From an optimization exercise on the open Yosys and OpenROAD flow, aimed at small area; shortcuts taken in it are not production practice. Function was checked by simulation only, so behaviour that the tests miss may differ from the original. Power figures rest on the tool's default switching activity, not on a simulated workload.

==> flow/design.v <==
package ws2812_fade_source_pkg;
  typedef enum logic [1:0] {
    ST_GAP    = 2'd0,
    ST_SEND   = 2'd1,
    ST_TAIL   = 2'd2,
    ST_UPDATE = 2'd3
  } state_t;
  localparam int CH_G       = 0;
  localparam int CH_R       = 1;
  localparam int CH_B       = 2;
  localparam int CH_PER_LED = 3;
endpackage
module fade_step (
  input  logic [7:0] cur,
  input  logic [7:0] tgt,
  input  logic [7:0] random,
  input  logic       en,
  input  logic       fresh,
  output logic [7:0] cur_next,
  output logic [7:0] tgt_next
);
  logic       up, eq, step, load;
  logic [7:0] flip;
  assign up   = cur < tgt;
  assign eq   = cur == tgt;
  assign step = en && !eq;
  assign load = en && (eq || fresh);
  always_comb begin
    flip[0] = 1'b1;
    for (int i = 1; i < 8; i++) flip[i] = flip[i-1] && (cur[i-1] == up);
  end
  assign cur_next = fresh ? 8'h00 : (cur ^ (flip & {8{step}}));
  assign tgt_next = load ? random : tgt;
endmodule
module ws2812_fade_source #(
  parameter int LED_COUNT  = 16,
  parameter int FADE_DIV   = 4,
  parameter int GAP_CYCLES = 1000
) (
  input  logic       CLK,
  input  logic       RST,
  input  logic [7:0] random,
  input  logic       data_request,
  output logic       trigger,
  output logic [7:0] data,
  output logic       more_data
);
  localparam int NBYTES = ws2812_fade_source_pkg::CH_PER_LED * LED_COUNT;
  localparam int GRP    = 4;
  localparam int NGRP   = NBYTES / GRP;
  localparam int PW     = $clog2(GRP);
  localparam int CNT_W  = $clog2(((GAP_CYCLES > NBYTES) ? GAP_CYCLES : NBYTES) + 1);
  localparam int FDIV_W = (FADE_DIV > 1) ? $clog2(FADE_DIV) : 1;
  localparam logic [CNT_W-1:0]  GAP_LAST  = CNT_W'(GAP_CYCLES - 1);
  localparam logic [CNT_W-1:0]  IDX_LAST  = CNT_W'(NBYTES - 1);
  localparam logic [FDIV_W-1:0] FDIV_LAST = FDIV_W'(FADE_DIV - 1);
  logic send, tail, upd;
  logic fresh;
  logic [CNT_W-1:0]  cnt;
  logic [FDIV_W-1:0] fdiv;
  logic [GRP-1:0] ph;
  logic [PW-1:0] pp, pu;
  logic [PW-1:0] dsel_q;
  logic [7:0] cur [NBYTES];
  logic [7:0] tgt [NBYTES];
  logic [7:0] rnd_q [GRP-1];
  logic          gap, inc, last;
  logic          req_p, req_u;
  logic          due, rot, turn, rot_upd;
  logic [PW-1:0] pp_next, pu_next, dsel;
  logic [GRP-1:0] hs;
  logic [7:0]    rnd_d;
  logic [7:0]    cur_in, tgt_in;
  function automatic logic ones_of(input logic [CNT_W-1:0] v, input logic [CNT_W-1:0] c);
    ones_of = ((v & c) == c);
  endfunction
  assign gap   = !(send || tail || upd);
  assign req_p = send && data_request;
  assign req_u = upd;
  assign inc   = gap || req_p || req_u;
  assign last  = gap ? ones_of(cnt, GAP_LAST) : ones_of(cnt, IDX_LAST);
  assign due     = pp != '0 || pu != '0 || req_p || req_u;
  assign rot     = ph[0] && due;
  assign turn    = (ph[GRP-1:1] != '0) || !due;
  assign rot_upd = (pp == '0) && (pu != '0 || req_u);
  assign pp_next = pp + PW'(req_p) - PW'(rot && !rot_upd);
  assign pu_next = pu + PW'(req_u) - PW'(rot && rot_upd);
  assign dsel  = upd ? pu : dsel_q;
  assign rnd_d = (dsel == '0) ? random : rnd_q[dsel - PW'(1)];
  fade_step u_fade_step (
    .cur      (cur[0]),
    .tgt      (tgt[0]),
    .random   (rnd_d),
    .en       (rot_upd),
    .fresh    (fresh),
    .cur_next (cur_in),
    .tgt_next (tgt_in)
  );
  always_ff @(posedge CLK or posedge RST) begin
    if (RST) begin
      send  <= 1'b0;
      tail  <= 1'b0;
      upd   <= 1'b0;
      fresh <= 1'b1;
      cnt   <= '0;
      fdiv  <= '0;
      ph    <= GRP'(1);
      pp    <= '0;
      pu    <= '0;
    end else begin
      if (inc) begin
        cnt <= last ? '0 : cnt + CNT_W'(1);
      end
      if (gap && last) begin
        send <= 1'b1;
      end
      if (req_p && last) begin
        send <= 1'b0;
        tail <= 1'b1;
      end
      if (tail && data_request) begin
        tail <= 1'b0;
        fdiv <= (fdiv == FDIV_LAST) ? '0 : fdiv + FDIV_W'(1);
        if (fdiv == FDIV_LAST) upd <= 1'b1;
      end
      if (upd && last) begin
        upd <= 1'b0;
      end
      if (rot && rot_upd && pu_next == '0 && (!upd || last)) begin
        fresh <= 1'b0;
      end
      ph <= rot ? ph : {ph[GRP-2:0], ph[GRP-1]};
      pp <= pp_next;
      pu <= pu_next;
    end
  end
  always_ff @(posedge CLK) begin
    dsel_q   <= dsel;
    rnd_q[0] <= random;
    for (int i = 1; i < GRP - 1; i++) rnd_q[i] <= rnd_q[i-1];
    for (int g = 0; g < NGRP; g++) begin
      for (int j = 0; j < GRP - 1; j++) begin
        cur[g*GRP+j] <= cur[g*GRP+j+1];
        tgt[g*GRP+j] <= tgt[g*GRP+j+1];
      end
      if (g == NGRP - 1) begin
        cur[g*GRP+GRP-1] <= (cur[g*GRP] & {8{turn}}) | (cur_in & {8{rot}});
        tgt[g*GRP+GRP-1] <= (tgt[g*GRP] & {8{turn}}) | (tgt_in & {8{rot}});
      end else begin
        cur[g*GRP+GRP-1] <= (cur[g*GRP] & {8{turn}}) | (cur[g*GRP+GRP] & {8{rot}});
        tgt[g*GRP+GRP-1] <= (tgt[g*GRP] & {8{turn}}) | (tgt[g*GRP+GRP] & {8{rot}});
      end
    end
  end
  always_comb begin
    hs = '0;
    for (int j = 0; j < GRP; j++)
      for (int i = 0; i < GRP; i++)
        if (ph[j] && int'(pp) == (i + j) % GRP) hs[i] = send && !fresh;
  end
  always_comb begin
    data = 8'h00;
    for (int i = 0; i < GRP; i++) data = data | (cur[i] & {8{hs[i]}});
  end
  assign trigger   = send;
  assign more_data = send;
endmodule
==> flow/flow/run.sh <==
#!/bin/bash
# Layout flow: the standard synthesis, then its combinational logic mapped
# again by ABC for area (the registers are kept as synthesis made them, names
# and cell types), then the standard layout from floorplan on, with the
# port buffers made of the smallest buffer cell. Each tool writes its own log
# in this folder.
set -euo pipefail
HERE=$(pwd)
RES=$HERE/orfs/results/$FLOW_PLATFORM/ws2812_fade_source/base
LIB=$FLOW_HOME/platforms/$FLOW_PLATFORM/lib/sky130_fd_sc_hd__tt_025C_1v80.lib

# 1. Standard synthesis.
bash standard.sh synth > synth.log 2>&1
cp "$RES/1_2_yosys.v" "$HERE/synth_standard.v"

# 2. Area remap of the logic between the registers.
sed -e "s|@LIB@|$LIB|g" \
    -e "s|@IN@|$HERE/synth_standard.v|" \
    -e "s|@OUT@|$RES/1_2_yosys.v|" \
    -e "s|@ABC@|$HERE/flow/area.abc|" \
    flow/remap.ys.in > remap.ys
yosys -s remap.ys > remap.log 2>&1
printf 'read_liberty -lib %s\nread_verilog %s\nhierarchy -top %s\ncheck -assert\n' \
  "$LIB" "$RES/1_2_yosys.v" "$FLOW_TOP" > remap_check.ys
yosys -s remap_check.ys > remap_check.log 2>&1
rm -f "$RES/1_synth.odb" "$RES/1_synth.sdc"

# 3. Standard layout from the remapped netlist.
export BUFFER_PORTS_ARGS="-buffer_cell sky130_fd_sc_hd__buf_1"
bash standard.sh > layout.log 2>&1
==> flow/flow/area.abc <==
&get -n
&st
&syn2
&dch
&nf -a
&st
&syn2
&dch
&nf -a
&put
==> flow/flow/remap.ys.in <==
# Remap the combinational logic of the standard synthesis for area.
read_liberty -overwrite -ignore_miss_func -setattr liberty_cell @LIB@
read_verilog @IN@
hierarchy -top ws2812_fade_source
# Registers stay as they are: same instances, names and cells.
setattr -mod -set keep_hierarchy 1 sky130_fd_sc_hd__df*
flatten
opt_clean -purge
abc -liberty @LIB@ -script @ABC@ -dont_use sky130_fd_sc_hd__probe* -dont_use sky130_fd_sc_hd__lpflow*
opt_clean -purge
hilomap -singleton -hicell sky130_fd_sc_hd__conb_1 HI -locell sky130_fd_sc_hd__conb_1 LO
insbuf -buf sky130_fd_sc_hd__buf_1 A X
splitnets
opt_clean -purge
setattr -mod -unset keep_hierarchy sky130_fd_sc_hd__df*
stat -liberty @LIB@
# Write the top module only, not the library cells read above.
select ws2812_fade_source
write_verilog -noattr -nohex -nodec -selected @OUT@
==> flow/standard.sh <==
#!/bin/bash
# synth_recipe.tcl (not shown) runs the flow's synth.tcl, then flattens the netlist and writes it again
# the make line also repeats each setting of config.mk as NAME=value (left out here)
make -C /OpenROAD-flow-scripts/flow DESIGN_CONFIG=/design/flow/config.mk WORK_HOME=/design/flow/orfs CLKGATE_MAP_FILE= SYNTH_SCRIPT=/design/flow/synth_recipe.tcl "${@:-finish}"
==> flow/config.mk <==
export PLATFORM = sky130hd
export DESIGN_NAME = ws2812_fade_source
export DESIGN_NICKNAME = ws2812_fade_source
export VERILOG_FILES = /design/flow/design.v
export SDC_FILE = /design/flow/constraint.sdc
export NUM_CORES = 4
export LEC_CHECK = 0
export CAP_MARGIN = 20
export CORE_MARGIN = 2
export CORE_UTILIZATION = 65
export CTS_BUF_LIST = sky130_fd_sc_hd__clkbuf_8
export CTS_CLUSTER_DIAMETER = 65
export CTS_CLUSTER_SIZE = 22
export GPL_ROUTABILITY_DRIVEN = 1
export PLACE_DENSITY = 0.75
export SLEW_MARGIN = 20
==> flow/constraint.sdc <==
create_clock -name core_clock -period 10.0 [get_ports {CLK}]
set_input_delay 2.0000 -clock core_clock [delete_from_list [all_inputs] [get_ports {CLK}]]
set_output_delay 2.0000 -clock core_clock [all_outputs]
set_load 0.01 [all_outputs]
==> impl_summary.log, run 1 <==
[metrics] required arrival time at the worst endpoint: 8.00 ns
[metrics] number of maximum-capacitance constraint violations: 0
[metrics] maximum number of pins on one net before global-route repair: 98
[metrics] Initial Utilization: 66.0%
[metrics] count of final hold-check violations: 0
[metrics] net count after synthesis: 1259
[metrics] Post-CTS Setup Inserts: 0
[metrics] detailed-placement wirelength estimate: 15400 µm
[metrics] DR vias/cell: 5.24
[metrics] met2 layer wire length in the routed design: 12100 µm
[metrics] starting DRC count in detailed routing: 697
[metrics] number of search-and-repair iterations in the first detailed-routing pass: 5
[metrics] launch point of the worst path: ph[0]
[metrics] clock tree sinks: 818
[metrics] portion of total power attributed to combinational logic: 3.3%
[metrics] wire length of the first global-routing pass: 46100 µm
[metrics] wire length per cell after detailed routing: 16.1 µm
[metrics] arrival time at the worst endpoint: 3.02 ns
[metrics] end-of-flow core utilization: 70.3%
[metrics] normalized max-slew margin: 30.1%
[metrics] overall overflow remaining after global route: 0
[metrics] uppermost layer routed: met4
[metrics] layout net count: 1328
[metrics] Post-Synthesis Cell Area: 19600 µm²
[metrics] largest voltage drop on the vdd net: 0.000147 V
[metrics] Clk pin slew, worst setup/hold paths: 0.12 ns
[metrics] TritonCTS clock tree: done
[metrics] gp weighted congestion: 0.793
[metrics] CTS root buffer: sky130_fd_sc_hd__clkbuf_8
[metrics] H-tree depth reported by CTS: 2
[metrics] fraction of power spent switching nets: 21.6%
[metrics] Resized cells post-CTS: 0
[metrics] type of the setup path with the least slack: register to output pin
[metrics] Die Span Y: 178 µm
[metrics] antenna violations before repair: 0
[metrics] routed length on met3: 965 µm
[metrics] outcome: timing/DRC/antenna clean
[metrics] Final Instance Count excl. Fillers: 1716
[metrics] worst clock skew: 0.0295 ns
[metrics] Clock Latency Late Sink: 0.59 ns
[metrics] cell-by-cell trace of the critical path: nand2b_1 -> o21ai_0 -> a21o_1 -> a21oi_1 -> a222oi_1 -> nand2_1 -> buf_1
[metrics] Final Critical Period: 5.02 ns
[metrics] summed negative setup slack over all endpoints: 0 ns
[metrics] Post-DRT Antenna Nets: 0
[metrics] hold crit path type: register to register
[metrics] count of final max-slew check failures: 0
[metrics] total via count in the routed design: 8999
[metrics] post-synthesis cell count: 1248
[metrics] unrepaired setup endpoints after global routing: false
[metrics] fill cell total of the finished layout: 2012
[metrics] Leak: 8.31 nW
[metrics] power density over the cells: 226 nW/µm²
[metrics] # DRC: 0
[metrics] IO Count: 21
[metrics] Avg Synthesized Cell Area: 15.7 µm²
[metrics] area of the core region: 29600 µm²
[metrics] site row count: 63
[metrics] largest fanout on the critical path: 8
[metrics] worst hold path startpoint: cur[38][3]
[metrics] via count of the first global-routing pass: 9263
[metrics] slew at the pin closest to its max-slew limit: 1.05 ns
[metrics] Diodes inserted: 0
[metrics] startpoint type of the worst setup path: register
[metrics] period utilization: 50.2%
[metrics] startpoint of the lowest-slack register-to-register path: send
[metrics] number of placed cells counting well taps: 1662
[metrics] fraction of layout instances using a drive strength above 1: 4.52%
[metrics] Synth warnings: 8
[metrics] total setup violations reported at the end of the flow: 0
[metrics] sequential power share: 69.6%
[metrics] largest buffer count on any clock path: 3
[metrics] switching power: 1.02 mW
[metrics] routed wire length: 27600 µm
[metrics] Met1 Routed Length: 14100 µm
[metrics] layout overhead on the synthesized area: 6.53%
[metrics] Post-CTS Hold Buffers: 0
[metrics] Port Buffers: 20
[metrics] horizontal die dimension: 178 µm
[metrics] Critical-path top delay cell: sky130_fd_sc_hd__a21oi_1
[metrics] fmax: 199 MHz
[metrics] total routing usage reported by global routing: 18.0%
[metrics] Setup crit end kind: output pin
[metrics] number of clock buffers inserted by TritonCTS: 43
[metrics] Pint: 3.70 mW
[metrics] Slowest Stage Delay on Critical Path: 0.73 ns
[metrics] area of the die: 31500 µm²
[metrics] share of total power in the clock network: 27.1%
==> flip-flops by register name (all words and copies together), names as in the netlist <==
register and flops:
pp 2, fdiv 2, pu 2, cnt 10, ph 4, send 1
cur 384, upd 1, dsel_q 2, fresh 1, rnd_q 24, tgt 384
tail 1
==> metrics by stage <==
step	worst slack [ns]	instance area (µm²)	power (mW)	hold slack, ns
final	4.98	20800	4.72	0.329
after detailed placement	4.99	20200	3.51	0.312
after floorplan	2.72	19600	3.45	0.310
after global routing	4.78	20800	4.90	0.329
after CTS	4.96	20800	4.76	0.310
after global placement	5.06	20200	3.51	0.310
==> power groups by stage <==
stage	Clock (mW)	Sequential (mW)	Combinational [mW]
finish	1.28	3.28	0.157
floorplan	0	3.35	0.0983
global placement	0	3.36	0.153
detailed placement	0	3.36	0.155
CTS	1.32	3.28	0.156
global route	1.43	3.29	0.174
==> placed cells by master (no fill, tap or decap), types with 2 or more instances in the layout <==
cell	instances
sky130_fd_sc_hd__a211oi_1	2
sky130_fd_sc_hd__a21boi_0	2
sky130_fd_sc_hd__a21o_1	4
sky130_fd_sc_hd__a21oi_1	35
sky130_fd_sc_hd__a221oi_1	8
sky130_fd_sc_hd__a222oi_1	8
sky130_fd_sc_hd__a22o_1	184
sky130_fd_sc_hd__and2_0	3
sky130_fd_sc_hd__and3_1	5
sky130_fd_sc_hd__and4_1	2
sky130_fd_sc_hd__buf_1	20
sky130_fd_sc_hd__buf_4	5
sky130_fd_sc_hd__clkbuf_8	44
sky130_fd_sc_hd__clkinv_1	10
sky130_fd_sc_hd__clkinv_2	2
sky130_fd_sc_hd__clkinvlp_4	3
sky130_fd_sc_hd__dfrtp_1	22
sky130_fd_sc_hd__dfstp_2	2
sky130_fd_sc_hd__dfxtp_1	794
sky130_fd_sc_hd__inv_1	3
sky130_fd_sc_hd__inv_4	2
sky130_fd_sc_hd__mux2i_1	13
sky130_fd_sc_hd__nand2_1	47
sky130_fd_sc_hd__nand2b_1	10
sky130_fd_sc_hd__nand3_1	3
sky130_fd_sc_hd__nand4_1	3
sky130_fd_sc_hd__nor2_1	18
sky130_fd_sc_hd__nor2b_1	6
sky130_fd_sc_hd__nor3_1	12
sky130_fd_sc_hd__o2111ai_1	2
sky130_fd_sc_hd__o21a_1	2
sky130_fd_sc_hd__o21ai_0	13
sky130_fd_sc_hd__o21bai_1	3
sky130_fd_sc_hd__or3_1	2
sky130_fd_sc_hd__xnor2_1	16
sky130_fd_sc_hd__xor2_1	5
==> worst max-delay path, delay by kind of cell, from the launching register on <==
kind / cells / cell delay (ns)
AND/OR/NAND/NOR: 2 / 0.32
AO/OA/AOI/OAI: 4 / 1.35
buffers and inverters: 1 / 0.17
flip-flops: 1 / 0.60
==> final timing paths <==
path,slack (ns),cells after the start,endpoint
max,4.98,7,data[1]
min,0.33,0,cur[37][3]
max reg2reg,6.90,6,tgt[35][1]
min reg2reg,0.33,0,cur[37][3]
max in group asynchronous,8.12,2,pu[0]
min in group asynchronous,1.45,2,cnt[0]
==> metal layers <==
metal	GRT usage [%]	vias up
li1	-	4458
met1	26.7	4371
met2	27.8	134
met3	2.98	36
met4	4.68	0
met5	0	-
==> area by class of cell <==
class / instances / area (µm²) / area share, %
multi-input combinational: 419 / 3050 / 14.6
sequential: 818 / 16500 / 79.1
tap: 390 / 488 / 2.34
inverter: 10 / 37.5 / 0.180
clock inverter: 10 / 56.3 / 0.270
clock buffer: 44 / 606 / 2.91
timing repair buffer: 25 / 113 / 0.540
==> run 2, diff against run 1 <==
--- a/flow/config.mk
+++ b/flow/config.mk
@@ -14,3 +14,3 @@
 export GPL_ROUTABILITY_DRIVEN = 1
-export PLACE_DENSITY = 0.75
+export PLACE_DENSITY = 0.9
 export SLEW_MARGIN = 20
==> impl_summary.log, run 2 <==
[metrics] outcome: timing/DRC/antenna clean
[metrics] Final Instance Count excl. Fillers: 1713
[metrics] type of the setup path with the least slack: register to output pin
[metrics] # DRC: 0
[metrics] required arrival time at the worst endpoint: 8.00 ns
[metrics] overall overflow remaining after global route: 0
[metrics] area of the core region: 29600 µm²
[metrics] Clk pin slew, worst setup/hold paths: 0.13 ns
[metrics] placed cell area: 20200 µm²
[metrics] launch point of the worst path: ph[0]
[metrics] startpoint of the lowest-slack register-to-register path: upd
[metrics] CTS root buffer: sky130_fd_sc_hd__clkbuf_8
[metrics] total setup violations reported at the end of the flow: 0
[metrics] Die Span Y: 178 µm
[metrics] layout net count: 1329
[metrics] slew at the pin closest to its max-slew limit: 1.08 ns
[metrics] largest buffer count on any clock path: 3
[metrics] Post-DRT Antenna Nets: 0
[metrics] count of final hold-check violations: 0
[metrics] number of clock buffers inserted by TritonCTS: 43
[metrics] Post-Synthesis Cell Area: 19600 µm²
[metrics] startpoint type of the worst setup path: register
[metrics] fraction of layout instances using a drive strength above 1: 4.31%
[metrics] worst hold path startpoint: tgt[1][3]
[metrics] number of placed cells counting well taps: 1663
[metrics] commonest non-fill, non-tap cells in the layout: sky130_fd_sc_hd__dfxtp_1 (794), sky130_fd_sc_hd__a22o_1 (184), sky130_fd_sc_hd__nand2_1 (47)
[metrics] routed wire length: 30600 µm
[metrics] IO Count: 21
[metrics] unrepaired setup endpoints after global routing: false
[metrics] Leak: 8.31 nW
[metrics] Final Critical Period: 4.96 ns
[metrics] area of the die: 31500 µm²
[metrics] layout overhead on the synthesized area: 6.54%
[metrics] DR vias/cell: 5.38
[metrics] R2R setup slack: 6.36 ns
[metrics] Avg Synthesized Cell Area: 15.7 µm²
[metrics] Synth warnings: 8
[metrics] maximum number of pins on one net before global-route repair: 82
[metrics] gp weighted congestion: 0.774
[metrics] number of maximum-capacitance constraint violations: 0
[metrics] biggest regs: cur x384, tgt x384, rnd_q x24
[metrics] Post-CTS Hold Buffers: 0
[metrics] Port Buffers: 20
[metrics] Post-CTS Setup Inserts: 0
[metrics] post-synthesis cell count: 1248
[metrics] Finished Cell Area: 20800 µm²
[metrics] largest fanout on the critical path: 8
[metrics] worst clock skew: 0.0440 ns
[metrics] count of final max-slew check failures: 0
[metrics] detailed-placement wirelength estimate: 18300 µm
[metrics] most common library cell in the layout ignoring fill and taps: sky130_fd_sc_hd__dfxtp_1
[metrics] period utilization: 49.6%
[metrics] arrival time at the worst endpoint: 2.96 ns
[metrics] pre-CTS setup slack: 5.55 ns
[metrics] site row count: 63
[metrics] Setup crit end kind: output pin
[metrics] Initial Utilization: 66.0%
[metrics] Resized cells post-CTS: 0
[metrics] wire length of the first global-routing pass: 49800 µm
[metrics] TritonCTS clock tree: done
[metrics] via count of the first global-routing pass: 9664
[metrics] total via count in the routed design: 9223
[metrics] antenna violations before repair: 1
[metrics] power density over the cells: 228 nW/µm²
[metrics] largest voltage drop on the vdd net: 0.000206 V
[metrics] wire length per cell after detailed routing: 17.9 µm
[metrics] hold crit path type: register to register
[metrics] H-tree depth reported by CTS: 2
[metrics] starting DRC count in detailed routing: 639
[metrics] horizontal die dimension: 178 µm
[metrics] total routing usage reported by global routing: 19.9%
[metrics] number of search-and-repair iterations in the first detailed-routing pass: 5
[metrics] summed negative setup slack over all endpoints: 0 ns
[metrics] net count after synthesis: 1259
[metrics] fmax: 201 MHz
[metrics] clock tree sinks: 818
[metrics] normalized max-slew margin: 27.9%
[metrics] fin worst setup slack: 5.04 ns
[metrics] Clock Latency Late Sink: 0.61 ns
## run 2: final cells by class
type,count,area [µm²]
diodes,1,2.50
clock buffers,43,592
clock inverters,6,71.3
fillers,1843,8790
inverters,10,37.5
multi-input cells,419,3040
flip-flops and latches,818,16500
well taps,390,488
repair buffers,26,120
## run 2: through the flow
step           total power, mW  hold slack, ns  utilization (%)
6_report                  4.75           0.305             70.3
5_1_grt                   4.91           0.316             70.3
4_1_cts                   4.77           0.306             70.3
3_5_place_dp              3.51           0.312             68.1
3_3_place_gp              3.51           0.310             68.1
2_1_floorplan             3.45           0.310                -
## run 2: worst paths after layout
check | end | cells past startpoint
setup / recovery | data[1] | 7
hold / removal | tgt[0][3] | 0
setup reg to reg | tgt[47][4] | 7
hold reg to reg | tgt[0][3] | 0
max in group asynchronous | cnt[0] | 2
min in group asynchronous | ph[3] | 2
## run 2: report_power, final
part | leakage (nW) | switching (mW) | internal, mW
combinational | 1.24 | 0.134 | 0.0231
clock | 0.350 | 0.878 | 0.428
sequential | 6.72 | 0.0166 | 3.27
total | 8.31 | 1.03 | 3.72
## run 2: critical path, stage by stage, from the launching register on
cell and delay, ns:
sky130_fd_sc_hd__dfstp_2 0.61, sky130_fd_sc_hd__nand2b_1 0.16, sky130_fd_sc_hd__o21ai_0 0.14, sky130_fd_sc_hd__a21o_1 0.21, sky130_fd_sc_hd__a21oi_1 0.66, sky130_fd_sc_hd__a222oi_1 0.26
sky130_fd_sc_hd__nand2_1 0.18, sky130_fd_sc_hd__buf_1 0.16
## run 2: per-layer routing
metal	vias up	global-route usage (%)	wire length, µm
met2	135	32.6	14700
met4	0	5.43	543
met5	-	0	0
met1	4583	27.5	14400
met3	53	3.38	995
li1	4452	-	-

## port drivers added, routing unchanged
The flow's constraints put no driver on any port. The routed layouts listed below were extracted and timed again, unchanged, in two steps. Step 1 (the two cells are an assumption about what drives the block):
set clk [get_ports {CLK}]
set_driving_cell -lib_cell sky130_fd_sc_hd__clkbuf_16 $clk
set_driving_cell -lib_cell sky130_fd_sc_hd__buf_2 [delete_from_list [all_inputs] $clk]
Step 2 times the ports against the registers' clock, not the clock port: input delays grow and output delays shrink by t, the midpoint of the rising clock arrivals with the driver on. Slacks: ideal ports / drivers / drivers and shift; pairs: ideal ports / drivers.
run	t (ns)	slack for setup (ns)	slew at the worst register clock pin (ns)	pins driven straight from the clock port
run 1	0.624	4.978 / 4.930 / 5.184	0.12 / 0.12	1
run 2	0.637	5.036 / 4.989 / 5.455	0.13 / 0.13	1
After both steps setup and hold are still met in every run listed.
